From an optimization exercise on the open Yosys and OpenROAD flow, aimed at small area, a short achievable clock period and few clock cycles per item; shortcuts taken in it are not production practice. At most, simulation tests tie the RTL to the original design; equivalence was not proved. No activity file was given, so power comes from the tool's default toggle rates.

==> flow/design.v (excerpt) <==
module conv_engine (
	input  wire                                 clk,
	input  wire                                 rst_n,
	input  wire                                 start,
	input  wire [1:0]                           op,
	input  wire                                 in_valid,
	output logic                                in_ready,
	input  wire [4*16-1:0]       in_ifm,
	input  wire [4*16-1:0]       in_wgt,
	input  wire                                 in_last,
	output logic                                out_valid,
	input  wire                                 out_ready,
	output logic [4*16-1:0]      out_data,
	output logic                                out_last,
	output logic                                done
);
	localparam int N = 4;
	localparam int W = 16;
	logic [1:0]               row;
	logic                     take;
	logic                     take_last;
	logic [1:0]               cur_op;
	logic                     busy;
	logic                     clear;
	logic [7:0]               one_q;
	logic [7:0]               two_q;
	logic [7:0]               neg_q;
	logic [N-1:0][W-1:0]      y_q;
	logic                     last_q;
	logic [N-1:0][W-1:0]      s_hi;
	logic [N-1:0][W-1:0]      c_hi;
	logic [N-1:0]             c9;
	logic [N-1:0][W-1:0]      s_q;
	logic [N-1:0][W-1:0]      c_q;
	logic [N-1:0]             c9_q;
	logic                     plast_q;
	logic [N-1:0][W-1:0]      ring [N];
	logic [N-1:0]             fin_q;
	logic [1:0]               head_row;
	logic [1:0]               tail_row;
	fu_controller u_controller (
		.clk       (clk),
		.rst_n     (rst_n),
		.start     (start),
		.op        (op),
		.in_valid  (in_valid),
		.in_last   (in_last),
		.in_ready  (in_ready),
		.done      (done),
		.row       (row),
		.take      (take),
		.take_last (take_last),
		.cur_op    (cur_op),
  ...
Size: roughly 4200 cells after synthesis, roughly 630 flip-flops, ~200 I/O pins.
==> module conv_engine, before the edit <==
module conv_engine (
	input  wire                                 clk,
	input  wire                                 rst_n,
	input  wire                                 start,
	input  wire [1:0]                           op,
	input  wire                                 in_valid,
	output logic                                in_ready,
	input  wire [4*16-1:0]       in_ifm,
	input  wire [4*16-1:0]       in_wgt,
	input  wire                                 in_last,
	output logic                                out_valid,
	input  wire                                 out_ready,
	output logic [4*16-1:0]      out_data,
	output logic                                out_last,
	output logic                                done
);
	localparam int N = 4;
	localparam int W = 16;
	logic [1:0]               row;
	logic                     take;
	logic                     take_last;
	logic [1:0]               cur_op;
	logic                     busy;
	logic                     clear;
	logic [7:0]               one_q;
	logic [7:0]               two_q;
	logic [7:0]               neg_q;
	logic [N-1:0][W-1:0]      y_q;
	logic                     last_q;
	logic [N-1:0][W-1:0]      s_hi;
	logic [N-1:0][W-1:0]      c_hi;
	logic [N-1:0]             c9;
	logic [N-1:0][W-1:0]      s_q;
	logic [N-1:0][W-1:0]      c_q;
	logic [N-1:0]             c9_q;
	logic                     plast_q;
	logic [N-1:0][W-1:0]      ring [N];
	logic [N-1:0]             fin_q;
	logic [1:0]               head_row;
	logic [1:0]               tail_row;
	fu_controller u_controller (
		.clk       (clk),
		.rst_n     (rst_n),
		.start     (start),
		.op        (op),
		.in_valid  (in_valid),
		.in_last   (in_last),
		.in_ready  (in_ready),
		.done      (done),
		.row       (row),
		.take      (take),
		.take_last (take_last),
		.cur_op    (cur_op),
		.busy      (busy),
		.clear     (clear)
	);
	operand_skew u_operands (
		.clk       (clk),
		.rst_n     (rst_n),
		.row       (row),
		.take      (take),
		.take_last (take_last),
		.ifm       (in_ifm),
		.wgt       (in_wgt),
		.one_q     (one_q),
		.two_q     (two_q),
		.neg_q     (neg_q),
		.y_q       (y_q),
		.last_q    (last_q)
	);
	pe_array u_mul (
		.b_one   (one_q),
		.b_two   (two_q),
		.b_neg   (neg_q),
		.y       (y_q),
		.s_hi    (s_hi),
		.c_hi    (c_hi),
		.c9      (c9)
	);
	always_ff @(posedge clk) begin
		s_q <= s_hi;
		c_q <= c_hi;
		c9_q <= c9;
	end
	assign head_row = row - 2'd2;
	assign tail_row = row - 2'd3;
	always_ff @(posedge clk) begin
		for (int c = 0; c < N; c++) begin
			ring[N-1][c] <= ring[0][c] + s_q[c] + c_q[c] + W'(c9_q[c]);
		end
		for (int r = 0; r < N - 2; r++) begin
			ring[r+1] <= ring[r+2];
		end
		ring[0] <= clear ? '0 : ring[1];
	end
	always_ff @(posedge clk or negedge rst_n) begin
		if (!rst_n) begin
			plast_q <= 1'b0;
			fin_q <= '0;
		end else begin
			plast_q <= last_q;
			if (start) begin
				fin_q <= '0;
			end else if (plast_q) begin
				fin_q[head_row] <= 1'b1;
			end
		end
	end
	maxpool_stage u_out (
		.clk       (clk),
		.rst_n     (rst_n),
		.start     (start),
		.busy      (busy),
		.op        (cur_op),
		.row_id    (tail_row),
		.row_final (fin_q[tail_row]),
		.row_data  (ring[N-1]),
		.out_valid (out_valid),
		.out_ready (out_ready),
		.out_data  (out_data),
		.out_last  (out_last),
		.done      (done)
	);
endmodule
==> flow/config.mk <==
export PLATFORM = sky130hd
export DESIGN_NAME = conv_engine
export DESIGN_NICKNAME = conv_engine
export VERILOG_FILES = /design/flow/design.v
export SDC_FILE = /design/flow/constraint.sdc
export NUM_CORES = 4
export LEC_CHECK = 0
export CAP_MARGIN = 20
export CORE_MARGIN = 2
export CORE_UTILIZATION = 60
export CTS_CLUSTER_DIAMETER = 120
export CTS_CLUSTER_SIZE = 24
export SETUP_SLACK_MARGIN = 5
export SLEW_MARGIN = 20
==> flow/constraint.sdc <==
create_clock -name core_clock -period 10.0 [get_ports {clk}]
set_input_delay 2.0000 -clock core_clock [delete_from_list [all_inputs] [get_ports {clk}]]
set_output_delay 2.0000 -clock core_clock [all_outputs]
set_load 0.01 [all_outputs]
standard.sh (not shown) runs the stock make flow with config.mk's settings and CLKGATE_MAP_FILE= SYNTH_SCRIPT=/design/flow/synth_recipe.tcl, a recipe that flattens the netlist after the stock synthesis.
==> flow/flow/run.sh <==
#!/bin/bash
set -euo pipefail
M=6.75
sed -e "s/SETUP_SLACK_MARGIN=[0-9.]*/SETUP_SLACK_MARGIN=$M/" \
    -e "s/\"\${@:-finish}\"/BUFFER_PORTS_ARGS='-buffer_cell sky130_fd_sc_hd__buf_1' \"\${@:-finish}\"/" \
    standard.sh > standard_tuned.sh
grep -q "SETUP_SLACK_MARGIN=$M" standard_tuned.sh
grep -q "BUFFER_PORTS_ARGS" standard_tuned.sh
bash standard_tuned.sh > standard.log 2>&1
The starting point completed with no timing, DRC or antenna violations.
Testbench counts at the start, summed over its fixed seeds: cycles 14,572, tiles 384.
Edit:
--- a/flow/design.v
+++ b/flow/design.v
@@ -2781,13 +2781,19 @@
 		c_q <= c_hi;
 		c9_q <= c9;
 	end
 	assign head_row = row - 2'd2;
 	assign tail_row = row - 2'd3;
+	logic [N-1:0][W-1:0]      acc_s;
+	logic [N-1:0][W-1:0]      acc_c;
+	for (genvar c = 0; c < N; c++) begin : g_acc
+		assign acc_s[c] = ring[0][c] ^ s_q[c] ^ c_q[c];
+		assign acc_c[c] = (ring[0][c] & s_q[c]) | (ring[0][c] & c_q[c]) | (s_q[c] & c_q[c]);
+	end
 	always_ff @(posedge clk) begin
 		for (int c = 0; c < N; c++) begin
-			ring[N-1][c] <= ring[0][c] + s_q[c] + c_q[c] + W'(c9_q[c]);
+			ring[N-1][c] <= acc_s[c] + {acc_c[c][W-2:0], c9_q[c]};
 		end
 		for (int r = 0; r < N - 2; r++) begin
 			ring[r+1] <= ring[r+2];
 		end
 		ring[0] <= clear ? '0 : ring[1];
What happened: The changed run completed with no timing, DRC or antenna violations. Area after synthesis came out higher by 0.98%. Global-route usage came out higher by 1.4 points. Wire length came out higher by 3.7%. Design area came out higher by 0.79%. Sequential power hardly moves. Synthesized cell count came out higher by about 1.4%. Maximum frequency came out higher by about 1.3%. Setup slack improved by 0.043 ns. First-iteration DRC count came out higher by 20%. Power came out higher by about 2.2%. Die area came out higher by 0.96%. Sequential share of layout area came out lower by 0.19 points. Combinational power barely changes. Via count came out higher by 2.9%.
No functional check of the RTL was part of the second run of this note.

== main ==
conv_engine, a different RTL version from the one above (not shown whole).
For scale: ~630 flip-flops.
==> module maxpool_stage, before the edit <==
module maxpool_stage (
	input  wire                                  clk,
	input  wire                                  rst_n,
	input  wire                                  start,
	input  wire                                  busy,
	input  wire [1:0]                            op,
	input  wire [1:0]                            row_id,
	input  wire                                  row_final,
	input  wire [4-1:0][16-1:0]   row_data,
	output logic                                 out_valid,
	input  wire                                  out_ready,
	output logic [4-1:0][16-1:0]  out_data,
	output logic                                 out_last,
	output logic                                 done
);
	logic                                 pool_on;
	logic                                 leaky_on;
	logic [1:0]                           word_q;
	logic                                 sent_q;
	logic                                 ev_fin_q;
	logic [1:0][16-1:0]           ev_q;
	logic [1:0][16-1:0]           evl_q;
	logic [4-1:0][16-1:0]  row_act;
	logic [4-1:0][16-1:0]  word;
	logic                                 word_ok;
	logic                                 load;
	function automatic logic gt(input logic [16-1:0] a, input logic [16-1:0] b);
		logic [16-1:0] ua;
		logic [16-1:0] nb;
		logic                  cy;
		ua = {~a[16-1], a[16-2:0]};
		nb = ~{~b[16-1], b[16-2:0]};
		cy = 1'b0;
		for (int i = 0; i < 16; i++) begin
			cy = (ua[i] & nb[i]) | ((ua[i] | nb[i]) & cy);
		end
		gt = cy;
	endfunction
	assign pool_on = (op == 2'd2);
	assign leaky_on = (op == 2'd1) || (op == 2'd2);
	for (genvar c = 0; c < 4; c++) begin : g_act
		leaky_relu_stage u_act (.on(leaky_on), .x(row_data[c]), .y(row_act[c]));
	end
	always_comb begin
		word = row_act;
		if (pool_on) begin
			word = '0;
			for (int j = 0; j < 2; j++) begin
				if (gt(ev_q[j], row_data[2*j]) && gt(ev_q[j], row_data[2*j+1])) begin
					word[j] = evl_q[j];
				end else if (gt(row_data[2*j+1], row_data[2*j])) begin
					word[j] = row_act[2*j+1];
				end else begin
					word[j] = row_act[2*j];
				end
			end
		end
	end
	assign word_ok = busy && !sent_q && row_final &&
		(pool_on ? (row_id == {word_q[0], 1'b1}) && ev_fin_q : (row_id == word_q));
	assign load = word_ok && (!out_valid || out_ready);
	always_ff @(posedge clk) begin
		for (int j = 0; j < 2; j++) begin
			if (gt(row_data[2*j+1], row_data[2*j])) begin
				ev_q[j] <= row_data[2*j+1];
				evl_q[j] <= row_act[2*j+1];
			end else begin
				ev_q[j] <= row_data[2*j];
				evl_q[j] <= row_act[2*j];
			end
		end
		if (load) begin
			out_data <= word;
		end
	end
	always_ff @(posedge clk or negedge rst_n) begin
		if (!rst_n) begin
			ev_fin_q <= 1'b0;
			word_q <= '0;
			sent_q <= 1'b0;
			out_valid <= 1'b0;
			out_last <= 1'b0;
			done <= 1'b0;
		end else begin
			ev_fin_q <= row_final;
			done <= out_valid && out_ready && out_last;
			if (start) begin
				word_q <= '0;
				sent_q <= 1'b0;
			end else if (load) begin
				word_q <= word_q + 1'b1;
				sent_q <= pool_on ? word_q[0] : (word_q == 2'd3);
			end
			if (load) begin
				out_valid <= 1'b1;
				out_last <= pool_on ? word_q[0] : (word_q == 2'd3);
			end else if (out_ready) begin
				out_valid <= 1'b0;
			end
		end
	end
endmodule
Settings: LEC_CHECK=0, CAP_MARGIN=20, CORE_MARGIN=2, CORE_UTILIZATION=60, CTS_CLUSTER_DIAMETER=120, CTS_CLUSTER_SIZE=24, SETUP_SLACK_MARGIN=5, SLEW_MARGIN=20; clock period 10.0 ns.
==> flow/flow/run.sh <==
#!/bin/bash
set -euo pipefail
M=6.65
sed -e "s/SETUP_SLACK_MARGIN=[0-9.]*/SETUP_SLACK_MARGIN=$M/" \
    -e "s/\"\${@:-finish}\"/BUFFER_PORTS_ARGS='-buffer_cell sky130_fd_sc_hd__buf_1' \"\${@:-finish}\"/" \
    standard.sh > standard_tuned.sh
grep -q "SETUP_SLACK_MARGIN=$M" standard_tuned.sh
grep -q "BUFFER_PORTS_ARGS" standard_tuned.sh
bash standard_tuned.sh > standard.log 2>&1
Testbench counts of main, summed over its fixed seeds: cycles 14,572, tiles 384.
The following lists how the feature branch was set up differently from main:
--- a/flow/design.v
+++ b/flow/design.v
@@ -2641,12 +2641,13 @@
 	input  wire                                  rst_n,
 	input  wire                                  start,
 	input  wire                                  busy,
 	input  wire [1:0]                            op,
 	input  wire [1:0]                            row_id,
 	input  wire                                  row_final,
+	input  wire [4-1:0][16-1:0]   prev_data,
 	input  wire [4-1:0][16-1:0]   row_data,
 	output logic                                 out_valid,
 	input  wire                                  out_ready,
 	output logic [4-1:0][16-1:0]  out_data,
 	output logic                                 out_last,
 	output logic                                 done
@@ -2654,12 +2655,13 @@
 	logic                                 pool_on;
 	logic                                 leaky_on;
 	logic [1:0]                           word_q;
 	logic                                 sent_q;
 	logic                                 ev_fin_q;
 	logic [1:0][16-1:0]           ev_q;
+	logic [1:0]                           evsel_q;
 	logic [1:0][16-1:0]           evl_q;
 	logic [4-1:0][16-1:0]  row_act;
 	logic [4-1:0][16-1:0]  word;
 	logic                                 word_ok;
 	logic                                 load;
 	function automatic logic gt(input logic [16-1:0] a, input logic [16-1:0] b);
@@ -2676,12 +2678,15 @@
 	endfunction
 	assign pool_on = (op == 2'd2);
 	assign leaky_on = (op == 2'd1) || (op == 2'd2);
 	for (genvar c = 0; c < 4; c++) begin : g_act
 		leaky_relu_stage u_act (.on(leaky_on), .x(row_data[c]), .y(row_act[c]));
 	end
+	for (genvar j = 0; j < 2; j++) begin : g_ev
+		assign ev_q[j] = evsel_q[j] ? prev_data[2*j+1] : prev_data[2*j];
+	end
 	always_comb begin
 		word = row_act;
 		if (pool_on) begin
 			word = '0;
 			for (int j = 0; j < 2; j++) begin
 				if (gt(ev_q[j], row_data[2*j]) && gt(ev_q[j], row_data[2*j+1])) begin
@@ -2696,19 +2701,14 @@
 	end
 	assign word_ok = busy && !sent_q && row_final &&
 		(pool_on ? (row_id == {word_q[0], 1'b1}) && ev_fin_q : (row_id == word_q));
 	assign load = word_ok && (!out_valid || out_ready);
 	always_ff @(posedge clk) begin
 		for (int j = 0; j < 2; j++) begin
-			if (gt(row_data[2*j+1], row_data[2*j])) begin
-				ev_q[j] <= row_data[2*j+1];
-				evl_q[j] <= row_act[2*j+1];
-			end else begin
-				ev_q[j] <= row_data[2*j];
-				evl_q[j] <= row_act[2*j];
-			end
+			evsel_q[j] <= gt(row_data[2*j+1], row_data[2*j]);
+			evl_q[j] <= gt(row_data[2*j+1], row_data[2*j]) ? row_act[2*j+1] : row_act[2*j];
 		end
 		if (load) begin
 			out_data <= word;
 		end
 	end
 	always_ff @(posedge clk or negedge rst_n) begin
@@ -2854,12 +2854,13 @@
 		.rst_n     (rst_n),
 		.start     (start),
 		.busy      (busy),
 		.op        (cur_op),
 		.row_id    (tail_row),
 		.row_final (fin_q[tail_row]),
+		.prev_data (ring[N-2]),
 		.row_data  (ring[N-1]),
 		.out_valid (out_valid),
 		.out_ready (out_ready),
 		.out_data  (out_data),
 		.out_last  (out_last),
 		.done      (done)
--- outcome ---
The final layouts of the feature branch and main pass the timing, design-rule and antenna checks. Re number of endpoints failing setup at the final stage: no difference whatsoever between main and the feature branch. Cmp the feature branch and main / mean cell area of the mapped netlist / lower: main. The post-detailed-routing wire length in main is 0.903 times that in the feature branch. The feature branch vs main: vertical die dimension down slightly. Of the feature branch and main, it is the feature branch that has the lower setup slack of the critical path after layout. Looking at total nets after synthesis across the feature branch and main, the one that comes out lower is the feature branch. From main to the feature branch the numbers moved as follows: post-synthesis instance area went down by 1100 µm², global-route wire length before repair went up by 9.3%, sequential power was more or less identical, number of antenna violations at the first check in global routing went up by 8. Going from main to the feature branch, compound-cell area share of the yosys netlist shrinks by 0.30 points. Between main and the feature branch, the clock tree cell share of total cell area figures differ only marginally. Diff main -> the feature branch: post-synthesis xor/xnor area fraction up 0.25 points; total length of routed met2 wires up 14%.
Function not checked in the feature branch: the RTL went through the layout flow alone.

==> re-timing with driven ports <==
How much do the figures lean on ideal ports? The routed layouts below were timed once more, with nothing changed but the port constraints. Step 1 (the two cells are an assumption about what drives the block):
set clk [get_ports {clk}]
set_driving_cell -lib_cell sky130_fd_sc_hd__clkbuf_16 $clk
set_driving_cell -lib_cell sky130_fd_sc_hd__buf_2 [delete_from_list [all_inputs] $clk]
Step 2, shift: input delay + t, output delay - t, t = (earliest + latest rising clock arrival at the registers) / 2. This alone moves slack from input paths to output paths. Slacks: ideal ports / drivers / drivers and shift; pairs: ideal ports / drivers.
run	shift t [ns]	setup slack, ns	worst setup path after step 2
the first run of note 1	0.696	6.728 / 6.715 / 6.500	input to register
the second run of note 1	0.702	6.771 / 6.726 / 6.501	input to register
main	0.706	6.682 / 6.682 / 6.682	register to register
the feature branch	0.704	6.340 / 6.340 / 6.340	register to register
After both steps every run listed still meets setup and hold. The setup slack of the second run of note 1, which loses most, moves by -0.045 ns with the drivers and by -0.270 ns with both steps.
